From an optimization exercise on the open Yosys and OpenROAD flow, aimed at small area and a short achievable clock period; shortcuts taken in it are not production practice. In this exercise RTL edits were held to simulation tests only and were not proved equivalent to the original. No activity file was given, so power comes from the tool's default toggle rates.

## design/flow/run.sh

```bash
#!/bin/bash
# synth_recipe.tcl (not shown) runs the flow's synth.tcl, then flattens the netlist and writes it again
# the make line also repeats each setting of config.mk as NAME=value (left out here)
make -C /OpenROAD-flow-scripts/flow DESIGN_CONFIG=/design/flow/config.mk WORK_HOME=/design/flow/orfs CLKGATE_MAP_FILE= SYNTH_SCRIPT=/design/flow/synth_recipe.tcl finish
```

## design/flow/config.mk

```make
export PLATFORM = sky130hd
export DESIGN_NAME = program_sequencer
export DESIGN_NICKNAME = program_sequencer
export VERILOG_FILES = /design/flow/design.v
export SDC_FILE = /design/flow/constraint.sdc
export NUM_CORES = 4
export LEC_CHECK = 0
export CAP_MARGIN = 20
export CORE_MARGIN = 2
export CORE_UTILIZATION = 40
export SETUP_SLACK_MARGIN = 1.5
export SLEW_MARGIN = 20
```

## design/flow/constraint.sdc

```tcl
create_clock -name core_clock -period 5.2 [get_ports {clk}]
set_input_delay 1.0400 -clock core_clock [delete_from_list [all_inputs] [get_ports {clk}]]
set_output_delay 1.0400 -clock core_clock [all_outputs]
set_load 0.01 [all_outputs]
```

## design/flow/design.v

```verilog
package program_sequencer_pkg;
    typedef enum logic {
        ST_LOAD = 1'b0,
        ST_RUN  = 1'b1
    } seq_state_t;
    localparam logic [7:0] DEFAULT_PARK = 8'hC0;
    localparam logic [3:0] OP_JUMP      = 4'hE;
    localparam logic [3:0] OP_JUMP_NZ   = 4'hF;
endpackage
module program_sequencer_pm_ram #(
    parameter int ADDR_W = 8
) (
    input  logic              clk,
    input  logic              i_we,
    input  logic [ADDR_W-1:0] i_waddr,
    input  logic [7:0]        i_wdata,
    input  logic [ADDR_W-1:0] i_raddr,
    output logic [7:0]        o_rdata
);
    logic [7:0] r_mem [2**ADDR_W];
    always_ff @(posedge clk) begin
        if (i_we) begin
            r_mem[i_waddr] <= i_wdata;
        end
    end
    assign o_rdata = r_mem[i_raddr];
endmodule
module program_sequencer
#(
    parameter int          ADDR_W     = 8,
    parameter logic [7:0]  PARK_INSTR = program_sequencer_pkg::DEFAULT_PARK
) (
    input  logic              clk,
    input  logic              reset_n,
    input  logic              jmp,
    input  logic              jmp_nz,
    input  logic [3:0]        ir_nibble,
    input  logic              zero_flag,
    input  logic              prog_valid,
    input  logic [7:0]        prog_data,
    output logic              prog_ready,
    input  logic              run_start,
    input  logic              load_req,
    output logic [7:0]        next_instr,
    output logic [ADDR_W-1:0] pc,
    output logic              running,
    output logic [ADDR_W-1:0] load_count
);
    program_sequencer_pkg::seq_state_t        r_state;
    program_sequencer_pkg::seq_state_t        w_state_nxt;
    logic [ADDR_W-1:0] r_pc;
    logic [ADDR_W-1:0] w_pc_nxt;
    logic [ADDR_W-1:0] r_load_count;
    logic [ADDR_W-1:0] w_count_nxt;
    logic [ADDR_W-1:0] w_target;
    logic              w_take;
    logic              w_we;
    logic [7:0]        w_rdata;
    assign w_target = {r_pc[ADDR_W-1:4], ir_nibble};
    assign w_take   = jmp | (jmp_nz & ~zero_flag);
    always_ff @(posedge clk or negedge reset_n) begin
        if (!reset_n) begin
            r_state      <= program_sequencer_pkg::ST_LOAD;
            r_pc         <= '0;
            r_load_count <= '0;
        end else begin
            r_state      <= w_state_nxt;
            r_pc         <= w_pc_nxt;
            r_load_count <= w_count_nxt;
        end
    end
    always_comb begin
        w_state_nxt = r_state;
        w_pc_nxt    = r_pc;
        w_count_nxt = r_load_count;
        w_we        = 1'b0;
        unique case (r_state)
            program_sequencer_pkg::ST_LOAD: begin
                if (prog_valid) begin
                    w_we        = 1'b1;
                    w_count_nxt = r_load_count + ADDR_W'(1);
                end
                if (run_start) begin
                    w_state_nxt = program_sequencer_pkg::ST_RUN;
                    w_pc_nxt    = '0;
                end
            end
            program_sequencer_pkg::ST_RUN: begin
                if (load_req) begin
                    w_state_nxt = program_sequencer_pkg::ST_LOAD;
                    w_pc_nxt    = '0;
                    w_count_nxt = '0;
                end else if (w_take) begin
                    w_pc_nxt = w_target;
                end else begin
                    w_pc_nxt = r_pc + ADDR_W'(1);
                end
            end
        endcase
    end
    program_sequencer_pm_ram #(
        .ADDR_W (ADDR_W)
    ) u_pm (
        .clk     (clk),
        .i_we    (w_we),
        .i_waddr (r_load_count),
        .i_wdata (prog_data),
        .i_raddr (r_pc),
        .o_rdata (w_rdata)
    );
    assign running    = (r_state == program_sequencer_pkg::ST_RUN);
    assign prog_ready = (r_state == program_sequencer_pkg::ST_LOAD);
    assign next_instr = running ? w_rdata : PARK_INSTR;
    assign pc         = r_pc;
    assign load_count = r_load_count;
endmodule
```

==> impl_metrics.env <==
export IMPL_status="no timing/DRC/antenna violations"
export IMPL_portBuffers=45
export IMPL_drv_slew=0
export IMPL_ant_nets=0
export IMPL_synth_async_reset_ratio_pct=0.823
export IMPL_cts_num_sinks=2065
export IMPL_synth_cell_types=70
export IMPL_first_pass_iters=6
export IMPL_syn2layout_area_growth_pct=18.1
export IMPL_comb_power_share_pct=10.8
export IMPL_fin_hold_ws_ns=0.495
export IMPL_grt_max_degree=168
export IMPL_htreeDepth=4
export IMPL_worst_slew_pin_slew_ns=1.17
export IMPL_min_path_type="in2reg"
export IMPL_grt_overflow_total=0
export IMPL_rows=165
export IMPL_drv_cap=0
export IMPL_cts_root_buffer="clkbuf_16"
export IMPL_vias_per_cell=5.89
export IMPL_cts_buffers_inserted=209
export IMPL_cp_common_cell="buf_6"
export IMPL_fp_dieH_um=454
export IMPL_nets=4368
export IMPL_synth_avg_cell_area_um2=20.4
export IMPL_synth_area_top_cells="edfxtp_1 76%, mux4_2 11%, mux2i_1 3.0%"
export IMPL_synth_enable_flop_cells=2048
export IMPL_routed_wl_um=232000
export IMPL_syn_instance_count=3961
export IMPL_peakVddDrop_v=0.000300
export IMPL_path_class="reg2out"
export IMPL_tns_ns=0
export IMPL_slowest_stage="dfrtp_4"
export IMPL_synth_area_um2=80900
export IMPL_grt_pass1_wl_um=326000
export IMPL_placed_cell_area_um2=85500
export IMPL_insertion_delay_ns=0.85
export IMPL_ys_seq_area_share_pct=76.6
export IMPL_dp_hpwl_um=138000
export IMPL_drive_above_1_share_pct=28.6
export IMPL_powerDensity_nw_per_um2=386
export IMPL_fin_crit_sh_pct=96.1
export IMPL_core_um2=201000
export IMPL_gp_congestion=0.883
export IMPL_wl_per_cell_um=32.3
export IMPL_cts_hold_buf=0
export IMPL_path_max_fanout=7
export IMPL_drc_errors=0
export IMPL_p_seq_share_pct=49.9
export IMPL_yosys_warnings=2
export IMPL_cp_end_kind="output pin"
export IMPL_fmax_mhz=200
export IMPL_vias=42300
export IMPL_swShare_pct=23.5
export IMPL_final_area_um2=95500
export IMPL_ios=46
export IMPL_cts_reportedPaths_clkPinSlew_ns=0.07
export IMPL_drtIter0Drc=5473
export IMPL_synth_top_area_cell="edfxtp_1"
export IMPL_cts_tree="done"
export IMPL_synth_nets=3986
export IMPL_switchingPower_mw=8.68
export IMPL_ys_ff_latch=2065
export IMPL_p_leak_nw=29.3
export IMPL_yosys_most_used_dff="edfxtp_1"
export IMPL_power_internal_mw=28.2
export IMPL_clock_path_buffers=3
export IMPL_dieArea_um2=206000
export IMPL_hold_viol_final=0
export IMPL_antenna_found_initial=3
export IMPL_rsz0062_at_grt="true"
export IMPL_max_slew_margin_rel_pct=21.9
export IMPL_critPathLaunchType="flip-flop"
export IMPL_arrival_ns=3.96
export IMPL_period_needed_ns=5.00
export IMPL_required_ns=4.16
export IMPL_grt_pass1_vias=42100
export IMPL_setup_viol=0
export IMPL_dieWidth_um=454
export IMPL_slowest_delay_ns=0.52
export IMPL_cp_cell_sequence="buf_12, buf_16, buf_12, buf_6, mux4_2, mux4_2, o221a_1, a211oi_2, o22ai_4, buf_6, buf_6"
export IMPL_clkPwrFrac_pct=39.4
export IMPL_synth_top_cell_area_share_pct=76.1
export IMPL_initial_utilization_pct=40.1
export IMPL_grt_usage_pct=22.4
export IMPL_skew_ns=0.0312
synthesized netlist by cell type (all sizes together) (4+ instances only):
cell type	n
edfxtp	2048
mux4	414
nor2	314
mux2i	239
buf	132
clkbuf	113
a22oi	89
nand2	89
a21oi	59
a221oi	56
o21ai	51
nand3	32
nor3	28
o22ai	27
nand2b	26
a31oi	21
o31ai	21
a221o	17
dfrtp	17
a211oi	16
nor2b	16
o211ai	12
nand4	9
inv	8
or2	8
mux2	7
o221ai	7
a211o	6
nor4	6
o41ai	6
a22o	5
and2	5
and3	5
ha	5
xnor2	5
a311oi	4
nand3b	4
o311ai	4
o32ai	4
or3	4
power by group through the flow:
stage,Sequential (mW),Clock [mW],Combinational [mW]
after global routing,18.4,15.3,4.09
final,18.4,14.5,3.96
after global placement,18.7,0,3.18
after floorplan,18.7,0,1.83
after detailed placement,18.7,0,3.19
after CTS,18.4,14.6,3.88
per-stage QoR:
stage	setup slack (ns)	util [%]	total power, mW	instances
6_report	0.202	47.4	36.8	7183
5_1_grt	0.161	47.4	37.8	7180
4_1_cts	0.213	47.2	36.9	7151
3_5_place_dp	-0.269	42.4	21.9	6664
3_3_place_gp	-0.337	42.4	21.9	6664
2_1_floorplan	1.84	-	20.5	3961
final cells by class:
class / instances / area [um^2]
Sequential cell: 2065 / 61900
Clock buffer: 254 / 5420
Multi-Input combinational cell: 1641 / 18800
Clock inverter: 122 / 1120
Timing Repair Buffer: 416 / 4870
Fill cell: 16600 / 106000
Antenna cell: 3 / 7.51
Inverter: 10 / 45.0
Tap cell: 2672 / 3340
cells by family (layout without fill, tap and decap cells):
| kind of cell | Yosys count | after routing | share of synthesized area (%) |
|---|---|---|---|
| DFF | 2065 | 2065 | 76.6 |
| adders and majority gates | 5 | 5 | 0.0774 |
| xor gates and xnor gates | 7 | 7 | 0.0758 |
| muxes | 660 | 660 | 14.7 |
| other | 0 | 3 | 0 |
| buffers and inverters | 255 | 802 | 1.93 |
| and+or+nand+nor | 552 | 552 | 2.96 |
| AOI/OAI and AO/OA | 417 | 417 | 3.70 |
cells in the final DEF, fill, tap and decap left out, drive strengths merged, types with 51 or more instances in the layout:
cell type	synthesis	routed
edfxtp	2048	2048
mux4	414	414
buf	132	368
nor2	314	314
clkbuf	113	264
mux2i	239	239
clkinv	2	102
nand2	89	89
a22oi	89	89
a21oi	59	59
a221oi	56	56
o21ai	51	51
repair_timing:
| action | 4_1_cts | 5_1_grt |
|---|---|---|
| setup endpoints to repair | 11 | 24 |
| gates cloned | 24 | 2 |
| gates resized for setup | 355 | 50 |
| buffers inserted | 87 | 27 |
| pin swaps | 73 | 31 |
critical path: cells and delay by family, from the launching register on:
family | cells | cell delay (ns)
AO/OA/AOI/OAI | 3 | 0.79
buffers and inverters | 6 | 0.83
flip-flops | 1 | 0.52
multiplexers | 2 | 0.95
per-layer routing:
layer  vias up  track usage [%]  share of wire [%]
met2      1866             35.8                 48
li1      17200                -                  -
met4         0             9.45                4.5
met3       408             4.10                7.6
met1     22800             30.4                 40
met5         -                0                  0
worst paths after layout:
| kind | start | slack (ns) | depth (start not counted) | to |
|---|---|---|---|---|
| worst max register to register | r_load_count[4] | 1.57 | 3 | u_pm.r_mem[30][6] |
| max in group asynchronous | reset_n | 4.31 | 2 | r_pc[3] |
| min in group asynchronous | reset_n | 0.57 | 2 | r_load_count[5] |
| worst max-delay path | r_pc[0] | 0.20 | 11 | next_instr[3] |
| worst min-delay path | prog_data[2] | 0.50 | 1 | u_pm.r_mem[176][2] |
| worst min register to register | r_load_count[0] | 0.63 | 1 | r_load_count[0] |
registers in the layout, summed over array words and instances (netlist names):
signal / cells
r_pc: 8
r_state: 1
u_pm.r_mem: 2048
r_load_count: 8

==> port drivers added, routing unchanged <==
The flow's constraints put no driver on any port. The routed layout listed below was extracted and timed again, unchanged, in two steps. Step 1: set_driving_cell puts a clkbuf_16 on clk and a buf_2 on each other input, an assumption about the parent block. Step 2 also shifts input and output timing later by t, the mid clock arrival at the registers, as if the neighbouring blocks saw the same clock. a / b / c = ideal / step 1 / step 2; a / b = the first two.
t, ns: 0.929
setup slack, ns: 0.202 / 0.112 / 0.978
pins driven straight from the clock port: 1
After both steps this run still meets setup and hold. The setup slack of this run moves by -0.090 ns with the drivers and by +0.776 ns with both steps.
